Context: an optimization exercise on an open-source flow, tuned for small area. The choices shown serve that exercise and are no tape-out recipe. Only the layout flow was run in this run; the RTL was not checked for function there. Power and IR drop assume default switching activity.

===== flow/run.sh =====
#!/bin/bash
# synth_recipe.tcl (not shown) runs the flow's synth.tcl, then flattens the netlist and writes it again
# the make line also repeats each setting of config.mk as NAME=value (left out here)
make -C /OpenROAD-flow-scripts/flow DESIGN_CONFIG=/design/flow/config.mk WORK_HOME=/design/flow/orfs CLKGATE_MAP_FILE= SYNTH_SCRIPT=/design/flow/synth_recipe.tcl finish

===== flow/config.mk =====
export PLATFORM = sky130hd
export DESIGN_NAME = tunnel_wall_gen
export DESIGN_NICKNAME = tunnel_wall_gen
export VERILOG_FILES = /design/flow/design.v
export SDC_FILE = /design/flow/constraint.sdc
export NUM_CORES = 4
export LEC_CHECK = 0
export CAP_MARGIN = 20
export CORE_MARGIN = 2
export CORE_UTILIZATION = 40
export CTS_BUF_LIST = sky130_fd_sc_hd__clkbuf_16
export CTS_CLUSTER_DIAMETER = 80
export CTS_CLUSTER_SIZE = 32
export SLEW_MARGIN = 20

===== flow/constraint.sdc =====
create_clock -name core_clock -period 8.0 [get_ports {clock}]
set_input_delay 1.6000 -clock core_clock [delete_from_list [all_inputs] [get_ports {clock}]]
set_output_delay 1.6000 -clock core_clock [all_outputs]
set_load 0.01 [all_outputs]

===== flow/design.v =====
`default_nettype none
package tunnel_pkg;
    localparam int NUM_ROWS = 120;
    localparam int NUM_COLS = 160;
    localparam logic [1:0] WALL_GAP   = 2'b00;
    localparam logic [1:0] WALL_LEFT  = 2'b01;
    localparam logic [1:0] WALL_RIGHT = 2'b10;
    localparam logic [1:0] WALL_EDGE  = 2'b11;
    typedef enum logic [1:0] {
        ST_INIT = 2'd0,
        ST_IDLE = 2'd1,
        ST_GEN  = 2'd2
    } state_e;
    function automatic logic [1:0] wall_code(input logic [7:0] ccol,
                                             input logic [7:0] left,
                                             input logic [7:0] right);
        logic [1:0] code;
        code = WALL_GAP;
        if ((ccol == left) || (ccol == right)) begin
            code = WALL_EDGE;
        end else if (ccol < left) begin
            code = WALL_LEFT;
        end else if (ccol > right) begin
            code = WALL_RIGHT;
        end
        wall_code = code;
    endfunction
endpackage
`default_nettype wire
`default_nettype none
module tunnel_row_ram (
    input  logic        clk_i,
    input  logic        we_i,
    input  logic [2:0]  wpos_i,      
    input  logic [3:0]  wrow_i,
    input  logic        we0_i,       
    input  logic        we1_i,       
    input  logic [1:0]  wst0_i,      
    input  logic [1:0]  wst1_i,
    input  logic [7:0]  wanchor_i,   
    input  logic [2:0]  rpos_i,
    output logic [7:0]  ranchor_o,
    output logic [15:1] rup_o,
    output logic [15:1] rdn_o
);
    logic [7:0]  anchor_q [8];
    logic [15:1] up_q     [8];
    logic [15:1] dn_q     [8];
    logic [1:0]  w_st_even, w_st_odd;
    assign w_st_even = wrow_i[0] ? wst1_i : wst0_i;
    assign w_st_odd  = wrow_i[0] ? wst0_i : wst1_i;
    always_ff @(posedge clk_i) begin
        for (int p = 0; p < 8; p++) begin
            anchor_q[(p + 1) % 8] <= anchor_q[p];
            up_q[(p + 1) % 8]     <= up_q[p];
            dn_q[(p + 1) % 8]     <= dn_q[p];
            if (p % 4 == 0 && we_i && wpos_i == 3'(p)) begin
                for (int i = 1; i < 16; i++) begin
                    if ((we0_i && wrow_i == 4'(i)) || (we1_i && wrow_i == 4'(i + 1))) begin
                        up_q[(p + 1) % 8][i] <= (i % 2 == 1) ? w_st_odd[1] : w_st_even[1];
                        dn_q[(p + 1) % 8][i] <= (i % 2 == 1) ? w_st_odd[0] : w_st_even[0];
                    end
                end
                if ((we0_i && wrow_i == 4'd15) || (we1_i && wrow_i == 4'd0)) begin
                    anchor_q[(p + 1) % 8] <= wanchor_i;
                end
            end
        end
    end
    assign ranchor_o = anchor_q[rpos_i];
    assign rup_o     = up_q[rpos_i];
    assign rdn_o     = dn_q[rpos_i];
endmodule
`default_nettype wire
`default_nettype none
import tunnel_pkg::*;
module tunnel_wall_gen (
    input  logic       clock,
    input  logic       rst,
    input  logic [9:0] Pixel_row,
    input  logic [9:0] Pixel_column,
    input  logic       run,
    input  logic [1:0] speed,
    input  logic [7:0] randomized_value,
    output logic [1:0] wall,
    output logic [7:0] probe_left,
    output logic [7:0] probe_right,
    output logic       ready
);
    localparam logic [7:0] INIT_L = 8'd48;
    function automatic logic [1:0] fa(input logic a, input logic b, input logic c);
        fa = {(a & b) | (a & c) | (b & c), a ^ b ^ c};
    endfunction
    function automatic logic [3:0] pop15(input logic [15:1] x);
        logic [1:0] a0, a1, a2, a3, a4, b0, b1, c0, c1, c2, d0;
        a0 = fa(x[1], x[2], x[3]);
        a1 = fa(x[4], x[5], x[6]);
        a2 = fa(x[7], x[8], x[9]);
        a3 = fa(x[10], x[11], x[12]);
        a4 = fa(x[13], x[14], x[15]);
        b0 = fa(a0[0], a1[0], a2[0]);
        b1 = fa(a3[0], a4[0], b0[0]);
        c0 = fa(a0[1], a1[1], a2[1]);
        c1 = fa(a3[1], a4[1], b0[1]);
        c2 = fa(b1[1], c0[0], c1[0]);
        d0 = fa(c0[1], c1[1], c2[1]);
        pop15 = {d0[1], d0[0], c2[0], b1[0]};
    endfunction
    logic       ready_q;     
    logic       gen_q;       
    logic [2:0] frame_cnt_q;
    logic [6:0] ptr_q;       
    logic [4:0] shr_q;       
    logic [7:0] top_l_q;     
    logic [1:0] top_st_q;    
    logic [1:0] prev_st_q;   
    logic       pend0_q;     
    logic       pend1_q;     
    logic [2:0] pos_q;       
    logic [8:0] dcol_q;      
    logic [3:0] nup_q;       
    logic [3:0] ndn_q;
    logic [3:0] reg_st_q;    
    logic       valid_q;
    logic [4:0] wh_q;        
    logic       probe_hit_q;
    logic [1:0] wall_q;
    logic [7:0] probe_l_q;
    logic [4:0] probe_wh_q;
    logic [4:0] w_shr_min;
    logic       w_up, w_dn;
    logic [7:0] w_new_l;
    assign w_shr_min = (shr_q > 5'd20) ? 5'd20 : shr_q;
    assign w_up    = (randomized_value[1:0] == 2'b11) &&
                     !(top_l_q[0] && top_l_q[7:1] == 7'd47 + {2'b0, w_shr_min});
    assign w_dn    = (randomized_value[1:0] == 2'b00) && (top_l_q != 8'd1);
    assign w_new_l = top_l_q + {{7{w_dn}}, w_up | w_dn};
    logic w_frame_end;
    logic w_step;
    logic w_wdone;
    logic [6:0] w_ptr_d;
    assign w_frame_end = (Pixel_row == 10'd479) && (Pixel_column == 10'd639);
    assign w_step      = !ready_q || gen_q;
    assign w_ptr_d     = rst ? 7'd0 : w_step ? ptr_q + 7'd1 : ptr_q;
    always_ff @(posedge clock) begin
        if (rst) begin
            ready_q     <= 1'b0;
            gen_q       <= 1'b0;
            frame_cnt_q <= 3'd0;
            shr_q       <= 5'd0;
            top_l_q     <= INIT_L;
            pend0_q     <= 1'b0;
            pend1_q     <= 1'b0;
        end else begin
            if (gen_q) begin
                pend0_q <= ptr_q[3:0] != 4'd0;
                pend1_q <= pend0_q && !w_wdone;
            end else begin
                pend0_q <= pend0_q && !w_wdone;
                pend1_q <= pend1_q && !w_wdone;
            end
            if (!ready_q) begin
                if (ptr_q == 7'd127) begin
                    ready_q <= 1'b1;
                end
            end else if (gen_q) begin
                gen_q   <= 1'b0;
                top_l_q <= w_new_l;
                if (ptr_q[3:0] == 4'd15 && shr_q != 5'd31) begin
                    shr_q <= shr_q + 5'd1;
                end
            end else if (w_frame_end && run) begin
                if (frame_cnt_q >= (3'd7 >> speed)) begin
                    frame_cnt_q <= 3'd0;
                    gen_q       <= 1'b1;
                end else begin
                    frame_cnt_q <= frame_cnt_q + 3'd1;
                end
            end
        end
    end
    always_ff @(posedge clock) begin
        ptr_q <= w_ptr_d;
        pos_q <= pos_q + 3'd1 + {2'b0, w_step && ptr_q[3:0] == 4'd15};
        if (gen_q) begin
            top_st_q  <= {w_up, w_dn};
            prev_st_q <= top_st_q;
        end
    end
    logic [6:0]  w_k;
    logic [7:0]  w_ccol;
    logic [3:0]  w_m;         
    logic [3:0]  w_mo;
    logic        w_wborrow;
    logic [2:0]  w_wpos;
    logic [7:0]  w_wanchor;
    assign w_m       = ptr_q[3:0];
    assign w_mo      = w_m - 4'd1;
    assign w_wborrow = pend1_q ? (w_m <= 4'd1) : (w_m == 4'd0);
    assign w_wpos    = pos_q - {2'b0, w_wborrow};
    assign w_wdone   = (pend0_q || pend1_q) && (w_wpos[1:0] == 2'd0);
    assign w_wanchor = (w_mo == 4'd0) ?
                       top_l_q + {{7{top_st_q[1]}}, top_st_q[1] | top_st_q[0]} : top_l_q;
    logic        w_open;
    logic        w_borrow;
    logic [3:0]  w_dist;      
    logic [3:0]  w_j;         
    logic [7:0]  w_anchor;
    logic [15:1] w_up_bits;
    logic [15:1] w_dn_bits;
    assign w_k      = Pixel_row[8:2];
    assign w_ccol   = Pixel_column[9:2];
    assign w_borrow = w_k[3:0] >= w_m;
    assign w_open   = (w_k[6:4] == 3'd0 && (w_k[3:0] <= w_mo || w_mo == 4'd0)) ||
                      (w_mo == 4'd0 && w_k == 7'd16);
    assign w_dist   = {1'b0, w_k[6:4]} + {3'b0, w_borrow};
    assign w_j      = w_mo - w_k[3:0];
    tunnel_row_ram u_row_ram (
        .clk_i     (clock),
        .we_i      (w_wdone),
        .wpos_i    (w_wpos),
        .wrow_i    (w_mo),
        .we0_i     (pend0_q),
        .we1_i     (pend1_q),
        .wst0_i    (top_st_q),
        .wst1_i    (prev_st_q),
        .wanchor_i (w_wanchor),
        .rpos_i    (pos_q - w_dist[2:0]),
        .ranchor_o (w_anchor),
        .rup_o     (w_up_bits),
        .rdn_o     (w_dn_bits)
    );
    logic [15:1] w_mask;
    logic [3:0]  w_ub;
    logic        w_top_in, w_prev_in;
    assign w_ub = w_mo - 4'd1;
    logic [15:0] w_gt_j, w_lt_ub;
    assign w_gt_j  = 16'hfffe << w_j;
    assign w_lt_ub = ~(16'hffff << w_ub);
    assign w_mask  = w_gt_j[15:1] & (w_lt_ub[15:1] | {15{!w_open}}) &
                     ({15{w_k != 7'd0}} | {15{!w_open}});
    assign w_top_in  = w_open && (w_k != 7'd0);
    assign w_prev_in = w_open && (w_k[6:1] != 6'd0);
    logic [5:0]  w_row_grp;
    logic        w_valid;
    logic [4:0]  w_row_shr;
    logic [7:0]  w_base;
    assign w_row_grp = {1'b0, shr_q} - {2'b0, w_dist};
    assign w_valid   = ready_q && !w_row_grp[5];
    assign w_row_shr = (w_row_grp[4:0] > 5'd20) ? 5'd20 : w_row_grp[4:0];
    assign w_base    = !w_valid ? INIT_L : w_open ? top_l_q : w_anchor;
    always_ff @(posedge clock) begin
        dcol_q      <= {1'b0, w_ccol} - {1'b0, w_base};
        nup_q       <= pop15(w_mask & w_up_bits);
        ndn_q       <= pop15(w_mask & w_dn_bits);
        reg_st_q    <= {w_top_in & top_st_q[1], w_top_in & top_st_q[0],
                        w_prev_in & prev_st_q[1], w_prev_in & prev_st_q[0]};
        valid_q     <= w_valid;
        wh_q        <= w_valid ? ~w_row_shr : 5'd31;
        probe_hit_q <= (Pixel_row[9:2] == 8'd110) && (w_ccol == 8'd0);
    end
    logic [8:0] w_dcol;
    logic [5:0] w_wm1;
    logic [1:0] w_code;
    logic [4:0] w_nup, w_ndn;
    logic [5:0] w_sum;       
    assign w_nup  = {1'b0, nup_q} + {4'b0, reg_st_q[3]} + {4'b0, reg_st_q[1]};
    assign w_ndn  = {1'b0, ndn_q} + {4'b0, reg_st_q[2]} + {4'b0, reg_st_q[0]};
    assign w_sum  = {1'b0, w_nup} - {1'b0, w_ndn};
    assign w_dcol = valid_q ? dcol_q + {{3{w_sum[5]}}, w_sum} : dcol_q;
    assign w_wm1  = {wh_q, 1'b1};
    always_comb begin
        if (w_dcol == 9'd0 || w_dcol == {3'b0, w_wm1}) begin
            w_code = WALL_EDGE;
        end else if (w_dcol[8]) begin
            w_code = WALL_LEFT;
        end else if (w_dcol > {3'b0, w_wm1}) begin
            w_code = WALL_RIGHT;
        end else begin
            w_code = WALL_GAP;
        end
    end
    always_ff @(posedge clock) begin
        if (rst) begin
            wall_q     <= WALL_GAP;
            probe_l_q  <= INIT_L;
            probe_wh_q <= 5'd31;
        end else begin
            wall_q <= ready_q ? w_code : WALL_GAP;
            if (ready_q && probe_hit_q) begin
                probe_l_q  <= 8'd0 - w_dcol[7:0];
                probe_wh_q <= wh_q;
            end
        end
    end
    assign wall        = wall_q;
    assign probe_left  = probe_l_q;
    assign probe_right = probe_l_q + {2'b0, probe_wh_q, 1'b1};
    assign ready       = ready_q;
endmodule
`default_nettype wire

==> flow_summary.json <==
{
  "status": "timing/DRC/antenna clean",
  "period_needed_ps": 7570,
  "yosysWarnings": 5,
  "seq_power_share_pct": 33.8,
  "async_flop_share_pct": 0,
  "firstDrtPassIters": 5,
  "first_global_vias": 11880,
  "synth-seq-area-share_pct": 46.11,
  "synth-seq-cells": 381,
  "cp_max_fo": 14,
  "grt_usage_pct": 18.43,
  "pwr-share-clk_pct": 22.7,
  "tns_ps": 0,
  "synth_edf_count": 4,
  "grt_max_degree": 43,
  "final_cells": 2217,
  "avgSynthCellArea_um2": 10.35,
  "start_util_pct": 40.64,
  "clockBufferDepth": 3,
  "dp.cells": 2181,
  "placementRows": 74,
  "clock_latency_ps": 550,
  "yosysMostFrequentCell": "dfxtp_1",
  "synth_top_cell_by_area": "dfxtp_1",
  "p_sw_w": 0.002203,
  "drc": 0,
  "postCtsSetupBuffers": 0,
  "portBuffers": 45,
  "p_leak_nw": 7.621,
  "p_per_area_nw_per_um2": 307.2,
  "cts.sinks": 381,
  "worstMarginPinSlew_ps": 913.0,
  "ant_nets": 0,
  "syn_nets": 1761,
  "r2r_setup_slack_ps": 1500,
  "period_share_pct": 94.62,
  "fmax_mhz": 132.1,
  "vias": 11779,
  "dieArea_um2": 43220,
  "synthCells": 1607,
  "final_max_slew_viol_count": 0,
  "min_path_type": "flop to flop",
  "maxCapViolations": 0,
  "die_w_um": 207.9,
  "cts_buffers": 20,
  "grt_overflow_total": 0,
  "root_buffer": "clkbuf_16",
  "switching_share_pct": 38.12,
  "dp_hpwl_um": 29920,
  "cts.clk_slew.worst_paths_ps": 110,
  "p_comb_share_pct": 43.5,
  "yosysUniqueCellTypes": 80,
  "cts_tree": "done",
  "skew_ps": 25.05,
  "finalSetupViolCount": 0,
  "critPathKind": "primary input to flop",
  "htree_levels": 1,
  "rsz0062_at_grt": "false",
  "grt_pass1_wl_um": 64450,
  "netlist_area_um2": 16630,
  "core_um2": 40920,
  "synthTopCellsByArea": "dfxtp_1 45%, ha_1 6.7%, mux2_2 5.2%",
  "area_growth_pct": 13.14,
  "wl_per_cell_um": 18.16,
  "diodes": 0,
  "synth_top_cell_area_share_pct": 45.38,
  "via_per_inst": 5.313,
  "ys_top_cells_by_count": "377 x dfxtp_1, 147 x nand2_1, 107 x nor2_1",
  "totalWireLength_um": 40260,
  "ctsHoldBuffers": 0,
  "nFillCells": 3843,
  "timing.final.hold_violations": 0,
  "cp.required_ps": 8440,
  "vdd_ir_drop_max_uv": 146.0,
  "start_kind": "primary input",
  "antenna_found_initial": 0,
  "critPathCaptureType": "flop",
  "ios": 52,
  "drt_iter0_markers": 641,
  "fin_total_pwr_w": 0.005780,
  "crit_arrival_ps": 8000,
  "yosys_most_used_dff": "dfxtp_1",
  "drive_above_1_share_pct": 14.66,
  "die_h_um": 207.9,
  "relSlewSlack_pct": 39.13,
  "place_congestion": 0.8648,
  "final_nets": 1825,
  "p_int_w": 0.003577
}
[power groups by stage]
stage,Clock (W),Combinational [W],Sequential (W)
finish,0.00131,0.00252,0.00195
global route,0.00141,0.00277,0.00196
CTS,0.00134,0.00253,0.00195
detailed placement,0,0.00252,0.00200
global placement,0,0.00247,0.00200
floorplan,0,0.00162,0.00199
[registers in the layout, summed over array words and instances (netlist names), 7 cells and up]
name                flops
u_row_ram.dn_q        120
ptr_q                   7
top_l_q                 8
dcol_q                  9
u_row_ram.anchor_q     64
probe_l_q               8
u_row_ram.up_q        120
[cells by family (layout without fill, tap and decap cells)]
group	count (synthesis)	count (layout)	synth area share [%]
buffers and inverters	162	240	4.010
muxes	145	145	11.56
xor gates and xnor gates	64	64	3.664
DFF	381	381	46.11
AOI/OAI and AO/OA	307	307	12.07
and+or+nand+nor	427	427	12.04
adders and majority gates	121	121	10.55
[final timing paths]
kind	from	endpoint	cells past startpoint
worst max-delay path	Pixel_row[2]	ndn_q[2]	24
worst min register to register	u_row_ram.up_q[1][9]	u_row_ram.up_q[2][9]	0
worst min-delay path	u_row_ram.up_q[1][9]	u_row_ram.up_q[2][9]	0
worst max register to register	ptr_q[1]	ndn_q[2]	22
[per-stage QoR]
stage / setup WS, ps / utilization [%] / hold WS [ps] / area (µm²)
after CTS: 209.1 / 45.96 / 342.4 / 18810
after detailed placement: -385.3 / 44.07 / 331.6 / 18030
after global placement: -363.4 / 44.07 / 328.3 / 18030
after global routing: 128.2 / 45.97 / 343.0 / 18810
after floorplan: 370.9 / - / 323.6 / 16630
final: 430.4 / 45.97 / 339.0 / 18810
[final cells by class]
class	count	area [µm²]	area share, %
clock inverters	15	250.2	1.330
flip-flops and latches	381	7667	40.75
clock buffers	21	525.5	2.793
multi-input cells	1064	8347	44.36
inverters	86	322.8	1.716
well taps	532	665.6	3.538
repair buffers	118	1036	5.506
[routing by layer]
layer / GRT usage [%] / part of all wire [%] / vias up
met5: 0 / 0 / -
met2: 29.11 / 44 / 226
met1: 26.35 / 49 / 5720
met3: 2.566 / 4.6 / 61
met4: 5.234 / 2.4 / 0
li1: - / - / 5772
[worst max-delay path, stage by stage]
cell and delay, ps:
clkdlybuf4s50_1 540, inv_1 90, ha_1 310, nand2b_1 140
a21oi_1 140, nor2b_1 60, o21ai_0 140, nand2b_1 80
ha_1 190, ha_1 330, xnor2_1 180, ha_4 180
a21oi_2 320, xor2_4 220, buf_4 240, nand2_1 270
buf_4 270, o211ai_1 330, fa_1 520, fa_1 550
inv_1 50, fa_1 390, fa_1 440, fa_1 440
[placed cells by master, fill, tap and decap left out, drive strengths merged, types with 45 or more instances in the layout]
master,n
dfxtp,377
nand3,46
mux2,77
nor2,107
o21ai,80
ha,89
a21oi,79
clkdlybuf4s50,45
inv,93
buf,73
nand2,147
[what timing repair did]
item                       4_1_cts  5_1_grt
setup endpoints to repair        0        4
resized for setup                0        1
hold endpoints to repair         0        0

==> what the ideal ports hide <==
The results above use ideal ports. As a check the final layout listed here was re-extracted and re-timed, cells and wires unchanged.
Step 1, drivers: a clkbuf_16 drives clock and a buf_2 each remaining input, both assumed.
Step 2 times the ports against the registers' clock, not the clock port: input delays grow and output delays shrink by t, the midpoint of the rising clock arrivals with the driver on.
Three values: ideal, step 1, step 2; two values: the first two.
shift t [ns]: 0.593
slack for setup (ns): 0.430 / 0.455 / -0.138
worst hold slack (ns): 0.339 / 0.339 / 0.339
slew at the worst register clock pin (ns): 0.11 / 0.11
Met with ideal ports but missed after step 2: setup timing in this run. For this run, drivers alone change the setup slack by +0.025 ns; drivers and shift together by -0.568 ns.
